This is an optimization exercise on Yosys and OpenROAD, whose aim is small area, not a production implementation.
Where RTL was checked, it was by simulation tests only, not by an equivalence proof against the original.
Power is estimated from default activity; no workload was simulated.

==> inputs of trial 38 <==
==> flow/design.v <==
module sha256_msg_packer (
  input  logic         clk_i,
  input  logic         rst_ni,
  input  logic         in_valid_i,
  input  logic [7:0]   in_data_i,
  input  logic         in_last_i,
  output logic         in_ready_o,
  input  logic         start_empty_i,
  output logic         msg_valid_o,
  output logic [5:0]   byte_valid_o,
  output logic [439:0] msg_word_o,
  input  logic         hash_done_i,
  input  logic [255:0] fin_hash_i,
  output logic         digest_valid_o,
  output logic [255:0] digest_o,
  output logic         busy_o
);
  localparam int unsigned MaxBytes = 55;
  typedef enum logic [2:0] {
    StIdle,
    StFill,
    StSend,
    StGap,
    StTerm,
    StWaitHash
  } state_e;
  state_e             state_q;
  logic [5:0]         cnt_q;
  logic               last_q;
  logic               in_ready_q;
  logic               msg_valid_q;
  logic               digest_valid_q;
  logic [255:0]       digest_q;
  logic               busy_q;
  logic [7:0]         buf_q [MaxBytes];
  logic               accept;
  logic [5:0]         cnt_inc;
  logic               chunk_full;
  logic [MaxBytes-1:0] wr;
  logic [MaxBytes-1:0] hold;
  always_comb begin
    accept     = in_valid_i & in_ready_q;
    cnt_inc    = cnt_q + 6'd1;
    chunk_full = (cnt_q == 6'(MaxBytes - 1));
    for (int k = 0; k < MaxBytes; k++) begin
      wr[k]   = accept & (cnt_q == 6'(k));
      hold[k] = in_ready_q & ~wr[k];
    end
  end
  logic [7:0] buf_d [MaxBytes];
  for (genvar k = 0; k < MaxBytes; k++) begin : g_byte
    for (genvar b = 0; b < 8; b++) begin : g_bit
      sha256_msg_packer_ao22 u_ao (
        .a1_i(wr[k]), .a2_i(in_data_i[b]), .b1_i(hold[k]), .b2_i(buf_q[k][b]), .y_o(buf_d[k][b])
      );
    end
  end
  always_ff @(posedge clk_i) begin
    for (int k = 0; k < MaxBytes; k++) begin
      buf_q[k] <= buf_d[k];
    end
  end
  logic         cap;
  logic         keep;
  logic [255:0] digest_d;
  assign cap  = (state_q == StWaitHash) & hash_done_i;
  assign keep = ~cap;
  for (genvar b = 0; b < 256; b++) begin : g_dig
    sha256_msg_packer_ao22 u_ao (
      .a1_i(cap), .a2_i(fin_hash_i[b]), .b1_i(keep), .b2_i(digest_q[b]), .y_o(digest_d[b])
    );
  end
  always_ff @(posedge clk_i or negedge rst_ni) begin
    if (!rst_ni) begin
      digest_q <= '0;
    end else begin
      digest_q <= digest_d;
    end
  end
  always_ff @(posedge clk_i or negedge rst_ni) begin
    if (!rst_ni) begin
      state_q        <= StIdle;
      cnt_q          <= '0;
      last_q         <= 1'b0;
      in_ready_q     <= 1'b0;
      msg_valid_q    <= 1'b0;
      digest_valid_q <= 1'b0;
      busy_q         <= 1'b0;
    end else begin
      msg_valid_q    <= 1'b0;
      digest_valid_q <= 1'b0;
      unique case (state_q)
        StIdle, StFill: begin
          in_ready_q <= 1'b1;
          if (accept) begin
            cnt_q  <= cnt_inc;
            busy_q <= 1'b1;
            if (in_last_i || chunk_full) begin
              state_q     <= StSend;
              in_ready_q  <= 1'b0;
              last_q      <= in_last_i;
              msg_valid_q <= 1'b1;
            end else begin
              state_q <= StFill;
            end
          end else if (state_q == StIdle && start_empty_i && !in_valid_i) begin
            state_q    <= StGap;
            in_ready_q <= 1'b0;
            last_q     <= 1'b1;
            busy_q     <= 1'b1;
          end
        end
        StSend: begin
          state_q <= StGap;
          cnt_q   <= '0;
        end
        StGap: begin
          if (last_q) begin
            state_q     <= StTerm;
            msg_valid_q <= 1'b1;
          end else begin
            state_q    <= StFill;
            in_ready_q <= 1'b1;
          end
        end
        StTerm: begin
          state_q <= StWaitHash;
          last_q  <= 1'b0;
        end
        StWaitHash: begin
          if (hash_done_i) begin
            state_q        <= StIdle;
            digest_valid_q <= 1'b1;
            in_ready_q     <= 1'b1;
            busy_q         <= 1'b0;
          end
        end
        default: begin
          state_q    <= StIdle;
          in_ready_q <= 1'b1;
          busy_q     <= 1'b0;
        end
      endcase
    end
  end
  always_comb begin
    for (int k = 0; k < MaxBytes; k++) msg_word_o[439-8*k -: 8] = buf_q[k];
  end
  assign in_ready_o     = in_ready_q;
  assign msg_valid_o    = msg_valid_q;
  assign byte_valid_o   = cnt_q;
  assign digest_valid_o = digest_valid_q;
  assign digest_o       = digest_q;
  assign busy_o         = busy_q;
endmodule
module sha256_msg_packer_ao22 (
  input  logic a1_i,
  input  logic a2_i,
  input  logic b1_i,
  input  logic b2_i,
  output logic y_o
);
  assign y_o = (a1_i & a2_i) | (b1_i & b2_i);
endmodule
==> flow/flow/run.sh <==
#!/bin/bash
# The standard layout, with every port buffered by the smallest buffer instead of the one
# buffer_ports picks by default.
set -euo pipefail
export BUFFER_PORTS_ARGS="-buffer_cell sky130_fd_sc_hd__buf_1"
bash standard.sh > standard.log 2>&1
==> flow/standard.sh <==
#!/bin/bash
# synth_recipe.tcl (not shown) runs the flow's synth.tcl, then flattens the netlist and writes it again
# the make line also repeats each setting of config.mk as NAME=value (left out here)
make -C /OpenROAD-flow-scripts/flow DESIGN_CONFIG=/design/flow/config.mk WORK_HOME=/design/flow/orfs CLKGATE_MAP_FILE= SYNTH_SCRIPT=/design/flow/synth_recipe.tcl "${@:-finish}"
==> flow/config.mk <==
export PLATFORM = sky130hd
export DESIGN_NAME = sha256_msg_packer
export DESIGN_NICKNAME = sha256_msg_packer
export VERILOG_FILES = /design/flow/design.v
export SDC_FILE = /design/flow/constraint.sdc
export NUM_CORES = 4
export LEC_CHECK = 0
export ABC_AREA = 1
export CAP_MARGIN = 20
export CORE_AREA = 5 5 355 355
export CTS_BUF_LIST = sky130_fd_sc_hd__clkbuf_4
export DIE_AREA = 0 0 360 360
export SLEW_MARGIN = 20
export SYNTH_HIERARCHICAL = 1
export SYNTH_MINIMUM_KEEP_SIZE = 0
==> flow/constraint.sdc <==
create_clock -name core_clock -period 5.0 [get_ports {clk_i}]
set_input_delay 1.0000 -clock core_clock [delete_from_list [all_inputs] [get_ports {clk_i}]]
set_output_delay 1.0000 -clock core_clock [all_outputs]
set_load 0.01 [all_outputs]
==> build 8: changes against trial 38 <==
==> flow/design.v, changed modules only <==
module sha256_msg_packer (
  input  logic         clk_i,
  input  logic         rst_ni,
  input  logic         in_valid_i,
  input  logic [7:0]   in_data_i,
  input  logic         in_last_i,
  output logic         in_ready_o,
  input  logic         start_empty_i,
  output logic         msg_valid_o,
  output logic [5:0]   byte_valid_o,
  output logic [439:0] msg_word_o,
  input  logic         hash_done_i,
  input  logic [255:0] fin_hash_i,
  output logic         digest_valid_o,
  output logic [255:0] digest_o,
  output logic         busy_o
);
  localparam int unsigned MaxBytes = 55;
  localparam int unsigned WordW    = 8 * MaxBytes;
  typedef enum logic [2:0] {
    StIdle,
    StFill,
    StSend,
    StGap,
    StTerm,
    StWaitHash
  } state_e;
  state_e             state_q;
  logic [5:0]         cnt_q;
  logic               last_q;
  logic [WordW-1:0]   buf_q;
  logic               in_ready_q;
  logic               msg_valid_q;
  logic [5:0]         byte_valid_q;
  logic [WordW-1:0]   msg_word_q;
  logic               digest_valid_q;
  logic [255:0]       digest_q;
  logic               busy_q;
  logic               accept;
  logic [5:0]         cnt_inc;
  logic               chunk_full;
  logic [8:0]         shamt;
  logic [WordW-1:0]   buf_wr;
  always_comb begin
    accept     = in_valid_i & in_ready_q;
    cnt_inc    = cnt_q + 6'd1;
    chunk_full = (cnt_inc == 6'(MaxBytes));
    shamt      = 9'(8 * (MaxBytes - 1)) - {cnt_q, 3'b000};
    buf_wr     = buf_q | (WordW'(in_data_i) << shamt);
  end
  always_ff @(posedge clk_i or negedge rst_ni) begin
    if (!rst_ni) begin
      state_q        <= StIdle;
      cnt_q          <= '0;
      last_q         <= 1'b0;
      buf_q          <= '0;
      in_ready_q     <= 1'b0;
      msg_valid_q    <= 1'b0;
      byte_valid_q   <= '0;
      msg_word_q     <= '0;
      digest_valid_q <= 1'b0;
      digest_q       <= '0;
      busy_q         <= 1'b0;
    end else begin
      msg_valid_q    <= 1'b0;
      digest_valid_q <= 1'b0;
      unique case (state_q)
        StIdle, StFill: begin
          in_ready_q <= 1'b1;
          if (accept) begin
            buf_q  <= buf_wr;
            cnt_q  <= cnt_inc;
            busy_q <= 1'b1;
            if (in_last_i || chunk_full) begin
              state_q      <= StSend;
              in_ready_q   <= 1'b0;
              last_q       <= in_last_i;
              msg_valid_q  <= 1'b1;
              byte_valid_q <= cnt_inc;
              msg_word_q   <= buf_wr;
            end else begin
              state_q <= StFill;
            end
          end else if (state_q == StIdle && start_empty_i && !in_valid_i) begin
            state_q    <= StGap;
            in_ready_q <= 1'b0;
            last_q     <= 1'b1;
            busy_q     <= 1'b1;
          end
        end
        StSend: begin
          state_q <= StGap;
          buf_q   <= '0;
          cnt_q   <= '0;
        end
        StGap: begin
          if (last_q) begin
            state_q      <= StTerm;
            msg_valid_q  <= 1'b1;
            byte_valid_q <= '0;
            msg_word_q   <= '0;
          end else begin
            state_q    <= StFill;
            in_ready_q <= 1'b1;
          end
        end
        StTerm: begin
          state_q <= StWaitHash;
          last_q  <= 1'b0;
        end
        StWaitHash: begin
          if (hash_done_i) begin
            state_q        <= StIdle;
            digest_q       <= fin_hash_i;
            digest_valid_q <= 1'b1;
            in_ready_q     <= 1'b1;
            busy_q         <= 1'b0;
          end
        end
        default: begin
          state_q    <= StIdle;
          in_ready_q <= 1'b1;
          busy_q     <= 1'b0;
        end
      endcase
    end
  end
  assign in_ready_o     = in_ready_q;
  assign msg_valid_o    = msg_valid_q;
  assign byte_valid_o   = byte_valid_q;
  assign msg_word_o     = msg_word_q;
  assign digest_valid_o = digest_valid_q;
  assign digest_o       = digest_q;
  assign busy_o         = busy_q;
endmodule
// module sha256_msg_packer_ao22 removed
==> flow/run.sh (new file) <==
#!/bin/bash
# synth_recipe.tcl (not shown) runs the flow's synth.tcl, then flattens the netlist and writes it again
# the make line also repeats each setting of config.mk as NAME=value (left out here)
make -C /OpenROAD-flow-scripts/flow DESIGN_CONFIG=/design/flow/config.mk WORK_HOME=/design/flow/orfs CLKGATE_MAP_FILE= SYNTH_SCRIPT=/design/flow/synth_recipe.tcl finish
- ABC_AREA: 1 -> unset
- CTS_BUF_LIST: sky130_fd_sc_hd__clkbuf_4 -> unset
- SYNTH_HIERARCHICAL: 1 -> unset
- SYNTH_MINIMUM_KEEP_SIZE: 0 -> unset
removed: flow/flow/run.sh
removed: flow/standard.sh
==> notes <==
In trial 38 the synthesized cell count is smaller than in build 8, by about 35%. Against build 8, the fmax of trial 38 is higher by 27%. In trial 38 the count of clock-buffer cells in the layout is higher than in build 8, by 95. Against build 8, the area after synthesis of trial 38 is smaller by 49%. Against trial 38, the combinational power of build 8 is larger by about 140%. Against trial 38, the critical path depth of build 8 is higher by 6.
==> figures <==
metric	trial 38	build 8
Run status	timing/DRC/antenna clean	timing/DRC/antenna clean
Share of power burned in the clock network	30.3%	26.9%
Setup WS post-layout	1.93 ns	1.09 ns
Combinational share of power	27.8%	34.4%
Post-synth net total	3332	4982
Area of the multi-input gates	0.00903 mm2	0.0171 mm2
Part of the power in registers	41.8%	38.7%
Yosys reg bits	710	1156
DR WL/cell	19.5 um	26.2 um
Total power	18500 uW	36200 uW
Initial Utilization	20.4%	39.7%
Met1 GRT Util	19.5%	34.8%
Diode insertion count for antenna repair	22	19
Only the layout flow was run in trial 38; the RTL was not checked for function there.

==> re-timing with driven ports <==
No port has a modelled driver above. Below, the same layouts with a new extraction and two added sets of constraints.
Step 1 sets driving cells, clkbuf_16 on the clock port and buf_2 on the other inputs (assumed; they add their load-dependent delay and slew).
Step 2 adds t to the input delays and takes it off the output delays; t is the mean of the earliest and latest rising clock arrival at the registers after step 1. Input paths then give back, and output paths get back, about the clock's delay inside the block.
Slacks: ideal / step 1 / step 2; pairs: ideal / step 1.
run | shift t [ns] | setup slack, ns | latest minus earliest clock arrival (ns) | pins driven straight from the clock port
trial 38 | 1.174 | 1.929 / 1.870 / 1.712 | 0.081 / 0.080 | 1
build 8 | 0.794 | 1.086 / 1.086 / 1.086 | 0.027 / 0.027 | 1
After both steps setup and hold are still met in every run listed. The setup slack of trial 38, which loses most, moves by -0.059 ns with the drivers and by -0.217 ns with both steps.
